Context: an optimization exercise on an open-source flow, tuned for small area and few clock cycles per item. The choices shown serve that exercise and are no tape-out recipe.
The RTL was checked by simulation tests, not by an equivalence proof against the original design.
Power figures rest on the tool's default switching activity, not on a simulated workload.

== job 7118 ==
## dot_top
module dot_top (
    input  logic        clk,
    input  logic        rst,
    input  dot_pkg::sample_vec_t a_data,
    input  logic        a_last,
    input  logic        a_valid,
    output logic        a_ready,
    input  dot_pkg::sample_vec_t b_data,
    input  logic        b_valid,
    output logic        b_ready,
    output dot_pkg::sum_t        out_data,
    output logic        out_last,
    output logic        out_valid,
    input  logic        out_ready
);
    logic stage_ready;
    logic join_fire;
    assign stage_ready = ~out_valid | out_ready;
    assign a_ready   = b_valid & stage_ready;
    assign b_ready   = a_valid & stage_ready;
    assign join_fire = a_valid & b_valid & stage_ready;
    always_ff @(posedge clk) begin
        if (rst) begin
            out_valid <= 1'b0;
        end else if (join_fire) begin
            out_valid <= 1'b1;
        end else if (out_ready) begin
            out_valid <= 1'b0;
        end
    end
  ...
Size: ~580 cells after synthesis, about 88 I/O pins.
Settings: LEC_CHECK=0, CAP_MARGIN=20, CORE_MARGIN=2, CORE_UTILIZATION=40, GPL_TIMING_DRIVEN=0, SLEW_MARGIN=20, SYNTH_HIERARCHICAL=1, SYNTH_MINIMUM_KEEP_SIZE=0; clock period 5.5 ns.
standard.sh (not shown) runs the stock make flow with config.mk's settings and CLKGATE_MAP_FILE= SYNTH_SCRIPT=/design/flow/synth_recipe.tcl, a recipe that flattens the netlist after the stock synthesis.
==> flow/flow/run.sh <==
#!/bin/bash
# The standard layout (the standard.sh, all of it), with two changes:
# the port buffers are the smallest buffer cell, and before floorplanning
# every combinational cell is set to its smallest drive strength
# (flow/downsize.tcl); the flow's repair steps size cells up where timing
# needs it. Every tool's output is in standard.log here and in ORFS's own
# logs under orfs/logs.
set -e
export BUFFER_PORTS_ARGS="-buffer_cell sky130_fd_sc_hd__buf_1"
export PRE_FLOORPLAN_TCL="$PWD/flow/downsize.tcl"
bash standard.sh > standard.log 2>&1
==> flow/flow/downsize.tcl <==
# Run before floorplanning (PRE_FLOORPLAN_TCL): put every combinational cell
# in the smallest drive strength of its footprint. Floorplanning's timing
# repair and the later repair steps size up again where timing needs it.
set db [ord::get_db]
set block [ord::get_db_block]
set dont_use [split $::env(DONT_USE_CELLS)]
set swapped 0
foreach inst [$block getInsts] {
  set m [$inst getMaster]
  if { [$m isSequential] } { continue }
  set name [$m getName]
  if { ![regexp {^(sky130_fd_sc_hd__[a-z0-9]+)_([0-9]+)$} $name -> base drive] } { continue }
  set best $m
  foreach d {0 1 2} {
    set cand [$db findMaster ${base}_$d]
    if { $cand eq "NULL" } { continue }
    if { [lsearch -exact $dont_use ${base}_$d] >= 0 } { continue }
    if { [$cand getWidth] < [$best getWidth] } { set best $cand }
  }
  if { $best ne $m } {
    $inst swapMaster $best
    incr swapped
  }
}
puts "downsize.tcl: swapped $swapped cells to a smaller drive strength"
Job 7118 ended with every stage complete and zero timing, DRC or antenna violations.
Testbench counts of job 7118, summed over its fixed seeds: cycles 16,008, items 16,000.
Setup changes, job 7118 to job 4698
# job 7118
export LEC_CHECK = 0
export CAP_MARGIN = 20
export CORE_MARGIN = 2
export CORE_UTILIZATION = 40
export GPL_TIMING_DRIVEN = 0
export SLEW_MARGIN = 20
export SYNTH_HIERARCHICAL = 1
export SYNTH_MINIMUM_KEEP_SIZE = 0
create_clock -name core_clock -period 5.5 [get_ports {clk}]
# job 4698
export LEC_CHECK = 0
export CAP_MARGIN = 20
export CORE_MARGIN = 2
export CORE_UTILIZATION = 40
export SLEW_MARGIN = 20
export SYNTH_HIERARCHICAL = 1
export SYNTH_MINIMUM_KEEP_SIZE = 0
create_clock -name core_clock -period 5.5 [get_ports {clk}]
-- flow/flow/run.sh --
<<< job 7118, line 10
export PRE_FLOORPLAN_TCL="$PWD/flow/downsize.tcl"
bash standard.sh > standard.log 2>&1
>>> job 4698, line 10
export PRE_FLOORPLAN_TCL="$PWD/flow/downsize.tcl"
export GLOBAL_PLACEMENT_ARGS="-keep_resize_below_overflow 0"
export CTS_ARGS="-sink_clustering_enable -repair_clock_nets -root_buf sky130_fd_sc_hd__clkbuf_8 -buf_list sky130_fd_sc_hd__clkbuf_8 -dont_use_dummy_load -sink_clustering_size 40 -sink_clustering_max_diameter 300"
bash standard.sh > standard.log 2>&1
Results
Fraction of final layout cells sized beyond drive strength 1 in job 4698 is 0.35 points above job 7118.
Maximum frequency: job 4698 vs job 7118, no meaningful difference
In the final design statistics, job 4698 uses fewer standard cells in total than job 7118.
Diff job 7118 -> job 4698: power dissipated in combinational cells moved down, total wirelength of the detailed-routed design moved up, number of top-level design ports level, worst path arrival time level, area after detailed placement moved down.
First element of the critical path = b_data[25]: job 7118; first element of the critical path = b_data[11]: job 4698
Job 4698 against job 7118: global-route wire length before repair went up; number of nets in the final layout went down; post-layout worst setup margin went up.
Input-level comparison between job 6380 and job 4698:
-- flow/flow/run.sh --
<<< job 4698, line 11
export GLOBAL_PLACEMENT_ARGS="-keep_resize_below_overflow 0"
export CTS_ARGS="-sink_clustering_enable -repair_clock_nets -root_buf sky130_fd_sc_hd__clkbuf_8 -buf_list sky130_fd_sc_hd__clkbuf_8 -dont_use_dummy_load -sink_clustering_size 40 -sink_clustering_max_diameter 300"
bash standard.sh > standard.log 2>&1
>>> job 6380, line 11
export GLOBAL_PLACEMENT_ARGS="-keep_resize_below_overflow 0"
export CTS_ARGS="-sink_clustering_enable -repair_clock_nets -root_buf sky130_fd_sc_hd__clkbuf_8 -buf_list sky130_fd_sc_hd__clkbuf_8 -dont_use_dummy_load"
bash standard.sh > standard.log 2>&1
## What came out
Comparing job 4698 against job 6380, there is no change at all in die boundary width. On clock share of power, job 4698 tracks job 6380 almost exactly. From job 6380 to job 4698, layout clock buffer count did not move at all.
### job 6380 -> job 5470
-- flow/flow/run.sh --
<<< job 6380, line 11
export GLOBAL_PLACEMENT_ARGS="-keep_resize_below_overflow 0"
export CTS_ARGS="-sink_clustering_enable -repair_clock_nets -root_buf sky130_fd_sc_hd__clkbuf_8 -buf_list sky130_fd_sc_hd__clkbuf_8 -dont_use_dummy_load"
bash standard.sh > standard.log 2>&1
>>> job 5470, line 11
export GLOBAL_PLACEMENT_ARGS="-keep_resize_below_overflow 0"
bash standard.sh > standard.log 2>&1
Job 5470 packs its core more tightly than job 6380.
The met2 routed wirelength of job 5470 and that of job 6380 are within noise of each other.
In job 5470, the headroom to the max-slew limit came out 0.23 points above the value in job 6380.
Count of inserted tapcells: job 6380 vs job 5470 identical
Clock skew across job 6380 and job 5470: no real change.
Looking at job 6380 and job 5470, the final hold slack is a wash.
[compare] base=job 6380 new=job 5470: required time of the critical path stayed essentially flat; worst IR drop on VDD rose by 0.61%; clock tree cell share of total cell area rose by 0.52 points.
Logic gate share of total power: job 5470 vs job 6380 down 1.1 points

-- afterwards: timing with drivers on the ports --
The flow's constraints put no driver on any port. The routed layouts listed below were extracted and timed again, unchanged, in two steps. Step 1 sets driving cells, clkbuf_16 on the clock port and buf_2 on the other inputs (assumed; they add their load-dependent delay and slew). Step 2 also shifts input and output timing later by t, the mid clock arrival at the registers, as if the neighbouring blocks saw the same clock. a / b / c = ideal / step 1 / step 2; a / b = the first two.
run | t, ns | setup slack, ns | hold WS [ns] | clock arrival spread, ns
job 7118 | 0.286 | 0.194 / 0.198 / -0.088 | 0.537 / 0.537 / 0.537 | 0.002 / 0.002
job 4698 | 0.283 | 0.201 / 0.203 / -0.080 | 0.540 / 0.540 / 0.540 | 0.006 / 0.006
job 6380 | 0.283 | 0.201 / 0.203 / -0.080 | 0.540 / 0.540 / 0.540 | 0.006 / 0.006
job 5470 | 0.286 | 0.218 / 0.227 / -0.060 | 0.537 / 0.537 / 0.537 | 0.003 / 0.003
Met with ideal ports but missed after step 2: setup timing in every run listed. For job 7118, which loses most, drivers alone change the setup slack by +0.004 ns; drivers and shift together by -0.282 ns.
